Context: an optimization exercise on an open-source flow, tuned for small area and a short achievable clock period. The choices shown serve that exercise and are no tape-out recipe.
In this exercise RTL edits were held to simulation tests only and were not proved equivalent to the original.
No activity file was given, so power comes from the tool's default toggle rates.

== lagoon ==
## kv_mem_block
module kv_mem_block #(
  parameter int NUM_ENTRIES = 16,
  parameter int KEY_WIDTH   = 32,
  parameter int VALUE_WIDTH = 64
) (
  input  logic                               clk,
  input  logic                               rst_n,
  input  logic [KEY_WIDTH-1:0]               key_in,
  input  logic [VALUE_WIDTH-1:0]             value_in,
  input  logic                               select_in,
  input  logic                               write_in,
  input  logic                               delete_in,
  input  logic [NUM_ENTRIES-1:0]             idx_in,
  input  logic                               flush_in,
  output logic                               hit,
  output logic [NUM_ENTRIES-1:0]             hit_idx,
  output logic [VALUE_WIDTH-1:0]             value_out,
  output logic                               free_valid,
  output logic [NUM_ENTRIES-1:0]             free_idx,
  output logic [$clog2(NUM_ENTRIES+1)-1:0]   count,
  output logic                               busy,
  output logic                               err,
  output ctrl_types_pkg::kv_mem_state_e      dbg_state
);
Size in the first run: ~3,700 cells after synthesis.
Settings: LEC_CHECK=0, CAP_MARGIN=10, CORE_MARGIN=2, CORE_UTILIZATION=40, PLACE_DENSITY=0.55, SLEW_MARGIN=10, SYNTH_HIERARCHICAL=1, TNS_END_PERCENT=0; clock period 14.0 ns.
standard.sh (not shown) runs the stock make flow with config.mk's settings and CLKGATE_MAP_FILE= SYNTH_SCRIPT=/design/flow/synth_recipe.tcl, a recipe that flattens the netlist after the stock synthesis.
==> flow/flow/run.sh <==
#!/bin/bash
set -euo pipefail
cd "$(dirname "${BASH_SOURCE[0]}")/.."
source flow/knobs.sh
bash standard.sh "${KNOBS[@]}" finish > make_finish.log 2>&1
==> flow/flow/downsize.tcl <==
# Swap a few gate types that synthesis sized up for its fixed output load
# back to their smallest drive strength (same function and pins).
set swaps {
  sky130_fd_sc_hd__a22oi_2 sky130_fd_sc_hd__a22oi_1
  sky130_fd_sc_hd__nor3_2  sky130_fd_sc_hd__nor3_1
  sky130_fd_sc_hd__a21oi_2 sky130_fd_sc_hd__a21oi_1
  sky130_fd_sc_hd__o31ai_2 sky130_fd_sc_hd__o31ai_1
}
set n 0
foreach inst [[ord::get_db_block] getInsts] {
  set m [[$inst getMaster] getName]
  if { [dict exists $swaps $m] } {
    replace_cell [$inst getName] [dict get $swaps $m]
    incr n
  }
}
puts "downsize.tcl: resized $n instances"
==> flow/flow/knobs.sh <==
KNOBS=(
  "SETUP_SLACK_MARGIN=5.5"
  "BUFFER_PORTS_ARGS=-buffer_cell sky130_fd_sc_hd__buf_1"
  "CTS_ARGS=-sink_clustering_enable -repair_clock_nets -dont_use_dummy_load -sink_clustering_size 16 -sink_clustering_max_diameter 60 -buf_list {sky130_fd_sc_hd__clkbuf_4 sky130_fd_sc_hd__clkbuf_8}"
  "PRE_FLOORPLAN_TCL=$PWD/flow/downsize.tcl"
)
## Diff of input files: sierra against lagoon
==> flow/flow/knobs.sh <==
KNOBS=(
  "SETUP_SLACK_MARGIN=6"
  "BUFFER_PORTS_ARGS=-buffer_cell sky130_fd_sc_hd__buf_1"
  "CTS_ARGS=-sink_clustering_enable -repair_clock_nets -dont_use_dummy_load -sink_clustering_size 16 -sink_clustering_max_diameter 60 -buf_list {sky130_fd_sc_hd__clkbuf_4 sky130_fd_sc_hd__clkbuf_8}"
  "PRE_FLOORPLAN_TCL=$PWD/flow/downsize.tcl"
)
--- a/flow/config.mk
+++ b/flow/config.mk
@@ -12,3 +12,2 @@
 export SLEW_MARGIN = 10
 export SYNTH_HIERARCHICAL = 1
-export TNS_END_PERCENT = 0
## What came out
Compared with lagoon, sierra shows share of the final layout cell area in multi-input gates higher by 1.1 points. lagoon → sierra: via count higher; top achievable clock speed higher. sierra did not stop at any stage, and its layout met the timing, DRC and antenna checks. The core of sierra is more densely filled than that of lagoon. Taking sierra over lagoon, the post-route cell area ratio works out to 1.05.
--- input diff sierra..nickel ---
==> flow/flow/knobs.sh <==
KNOBS=(
  "SETUP_SLACK_MARGIN=5.25"
  "BUFFER_PORTS_ARGS=-buffer_cell sky130_fd_sc_hd__buf_1"
  "CTS_ARGS=-sink_clustering_enable -repair_clock_nets -dont_use_dummy_load -sink_clustering_size 16 -sink_clustering_max_diameter 60 -buf_list {sky130_fd_sc_hd__clkbuf_4 sky130_fd_sc_hd__clkbuf_8}"
  "PRE_FLOORPLAN_TCL=$PWD/flow/downsize.tcl"
)
--- a/flow/config.mk
+++ b/flow/config.mk
@@ -12,2 +12,3 @@
 export SLEW_MARGIN = 10
 export SYNTH_HIERARCHICAL = 1
+export TNS_END_PERCENT = 0
Notes after the runs:
- In nickel, count of cells along the worst register-to-register path is lower than in sierra.
- Diff sierra -> nickel: routed wire length went down, count of antenna-violating nets left after detailed routing did not really move, fraction of final layout cells with drive strength greater than 1 fell 12 points.
- Between nickel and sierra, global-route track usage on met2 is lower for nickel, sierra comes in above that.
- On slack of the critical path, nickel does worse than sierra.
- nickel ended with less via count than sierra.
- nickel ends up with a sequential share of cell area that is 4.2 points higher than in sierra.
- Looking at fraction of power consumed by combinational cells across nickel and sierra, the one that comes out higher is sierra.
What umber does differently from nickel at the input level:
==> flow/flow/knobs.sh <==
KNOBS=(
  "SETUP_SLACK_MARGIN=5.5"
  "BUFFER_PORTS_ARGS=-buffer_cell sky130_fd_sc_hd__buf_1"
  "CTS_ARGS=-sink_clustering_enable -repair_clock_nets -dont_use_dummy_load -sink_clustering_size 16 -sink_clustering_max_diameter 60 -buf_list {sky130_fd_sc_hd__clkbuf_4 sky130_fd_sc_hd__clkbuf_8}"
  "PRE_FLOORPLAN_TCL=$PWD/flow/downsize.tcl"
)
--- a/flow/config.mk
+++ b/flow/config.mk
@@ -12,3 +12,2 @@
 export SLEW_MARGIN = 10
 export SYNTH_HIERARCHICAL = 1
-export TNS_END_PERCENT = 0
Notes after the runs:
nickel ended up with nand4_1 as its cell type of the slowest stage on the worst timing path; umber ended up with o21ai_1. Summary of umber over nickel: worst hold margin barely changed; final worst-path cycle share dropped 1.7 points; core utilization climbed 1.2 points. umber went all the way through synthesis, placement and routing and the layout is clean on timing, DRC and antenna. The higher total power came out of umber. Of nickel and umber, nickel shows the lower filler-free cell count of the finished design, with umber above it. On clock network area share, nickel and umber are neck and neck. When the final numbers for nickel and umber were put side by side, the combinational power turned out to be greater in umber.

* * *

Another version of the RTL of kv_mem_block (not shown whole).
Size: ~3500 cells after synthesis, ~220 I/O pins, about 60000 um2 of cells after synthesis.
==> flow/config.mk <==
export PLATFORM = sky130hd
export DESIGN_NAME = kv_mem_block
export DESIGN_NICKNAME = kv_mem_block
export VERILOG_FILES = /design/flow/design.v
export SDC_FILE = /design/flow/constraint.sdc
export NUM_CORES = 4
export LEC_CHECK = 0
export CAP_MARGIN = 20
export CORE_MARGIN = 2
export CORE_UTILIZATION = 40
export PLACE_DENSITY = 0.55
export SLEW_MARGIN = 20
export SYNTH_HIERARCHICAL = 1
==> flow/constraint.sdc <==
create_clock -name core_clock -period 14.0 [get_ports {clk}]
set_input_delay 2.8000 -clock core_clock [delete_from_list [all_inputs] [get_ports {clk}]]
set_output_delay 2.8000 -clock core_clock [all_outputs]
set_load 0.01 [all_outputs]
==> flow/flow/downsize.tcl <==
# Swap a few gate types that synthesis sized up for its fixed output load
# back to their smallest drive strength (same function and pins).
set swaps {
  sky130_fd_sc_hd__a22oi_2 sky130_fd_sc_hd__a22oi_1
  sky130_fd_sc_hd__nor3_2  sky130_fd_sc_hd__nor3_1
}
set n 0
foreach inst [[ord::get_db_block] getInsts] {
  set m [[$inst getMaster] getName]
  if { [dict exists $swaps $m] } {
    replace_cell [$inst getName] [dict get $swaps $m]
    incr n
  }
}
puts "downsize.tcl: resized $n instances"
==> flow/flow/knobs.sh <==
KNOBS=(
  "SETUP_SLACK_MARGIN=6"
  "BUFFER_PORTS_ARGS=-buffer_cell sky130_fd_sc_hd__buf_1"
  "CTS_ARGS=-sink_clustering_enable -repair_clock_nets -dont_use_dummy_load -sink_clustering_size 16 -sink_clustering_max_diameter 60 -buf_list {sky130_fd_sc_hd__clkbuf_4 sky130_fd_sc_hd__clkbuf_8}"
  "PRE_FLOORPLAN_TCL=$PWD/flow/downsize.tcl"
)
Scripts as last shown in full above: flow/flow/run.sh
Change:
==> flow/run.sh (new file) <==
#!/bin/bash
# synth_recipe.tcl (not shown) runs the flow's synth.tcl, then flattens the netlist and writes it again
# the make line also repeats each setting of config.mk as NAME=value (left out here)
make -C /OpenROAD-flow-scripts/flow DESIGN_CONFIG=/design/flow/config.mk WORK_HOME=/design/flow/orfs CLKGATE_MAP_FILE= SYNTH_SCRIPT=/design/flow/synth_recipe.tcl finish
SETUP_SLACK_MARGIN = 5   (was default)
removed: flow/flow/run.sh
removed: flow/flow/downsize.tcl
removed: flow/flow/knobs.sh
removed: flow/standard.sh
The new run finished clean.
Synthesized cell count stays the same.
Global-route usage goes down by 0.32 points.
Wire length is higher by a few percent.

* * *

kv_mem_block again, from the RTL that the note above started with.
export LEC_CHECK = 0
export CAP_MARGIN = 20
export CORE_MARGIN = 2
export CORE_UTILIZATION = 55
export PLACE_DENSITY = 0.68
export SLEW_MARGIN = 20
export SYNTH_HIERARCHICAL = 1
create_clock -name core_clock -period 14.0 [get_ports {clk}]
==> flow/flow/run.sh <==
#!/bin/bash
set -euo pipefail
cd "$(dirname "${BASH_SOURCE[0]}")/.."
source flow/knobs.sh
bash standard.sh "${KNOBS[@]}" finish > make_finish.log 2>&1
==> flow/flow/downsize.tcl <==
# Swap a few gate types that synthesis sized up for its fixed output load
# back to their smallest drive strength (same function and pins).
set swaps {
  sky130_fd_sc_hd__a22oi_2 sky130_fd_sc_hd__a22oi_1
  sky130_fd_sc_hd__nor3_2  sky130_fd_sc_hd__nor3_1
}
set n 0
foreach inst [[ord::get_db_block] getInsts] {
  set m [[$inst getMaster] getName]
  if { [dict exists $swaps $m] } {
    replace_cell [$inst getName] [dict get $swaps $m]
    incr n
  }
}
puts "downsize.tcl: resized $n instances"
==> flow/flow/knobs.sh <==
KNOBS=(
  "SETUP_SLACK_MARGIN=6"
  "BUFFER_PORTS_ARGS=-buffer_cell sky130_fd_sc_hd__buf_1"
  "CTS_ARGS=-sink_clustering_enable -repair_clock_nets -dont_use_dummy_load -sink_clustering_size 16 -sink_clustering_max_diameter 60 -buf_list {sky130_fd_sc_hd__clkbuf_4 sky130_fd_sc_hd__clkbuf_8}"
  "PRE_FLOORPLAN_TCL=$PWD/flow/downsize.tcl"
)
Edit:
--- a/flow/flow/knobs.sh
+++ b/flow/flow/knobs.sh
@@ -2 +2 @@
-  "SETUP_SLACK_MARGIN=6"
+  "SETUP_SLACK_MARGIN=7"
After rerunning:
- via count came out higher slightly
- register-to-register slack degrades by 0.26 ns
- setup slack is worse by 0.092 ns
- critical path depth goes down by 1
- non-clock buffer count shrinks by 5
- cell area is about the same
- worst hold slack improved by 0.0076 ns
- cell count hardly moves
- synthesized cell count is unchanged

afterwards: timing with drivers on the ports:
In the flow no input, the clock included, has a driving cell. The finished layouts below were timed again as built, in two steps.
Step 1 sets driving cells, clkbuf_16 on the clock port and buf_2 on the other inputs (assumed; they add their load-dependent delay and slew).
Step 2, shift: input delay + t, output delay - t, t = (earliest + latest rising clock arrival at the registers) / 2. This alone moves slack from input paths to output paths.
Three values: no drivers, after step 1, after step 2; two values: the first two.
run | t, ns | slack for setup (ns) | worst slew at a driven data input, ns
lagoon | 0.935 | 5.509 / 5.447 / 5.447 | 0.20
sierra | 0.938 | 5.587 / 5.472 / 5.472 | 0.20
nickel | 0.939 | 5.236 / 5.124 / 5.124 | 0.20
umber | 0.942 | 5.469 / 5.447 / 5.447 | 0.20
the first run of note 2 | 0.963 | 5.206 / 5.159 / 5.159 | 0.24
the second run of note 2 | 0.884 | 4.890 / 4.801 / 4.801 | 0.18
the first run of note 3 | 0.867 | 5.287 / 5.203 / 5.203 | 0.16
the second run of note 3 | 0.869 | 5.195 / 5.150 / 5.150 | 0.17
After both steps setup and hold are still met in every run listed. For sierra, which loses most, drivers alone change the setup slack by -0.115 ns; drivers and shift together by -0.115 ns.
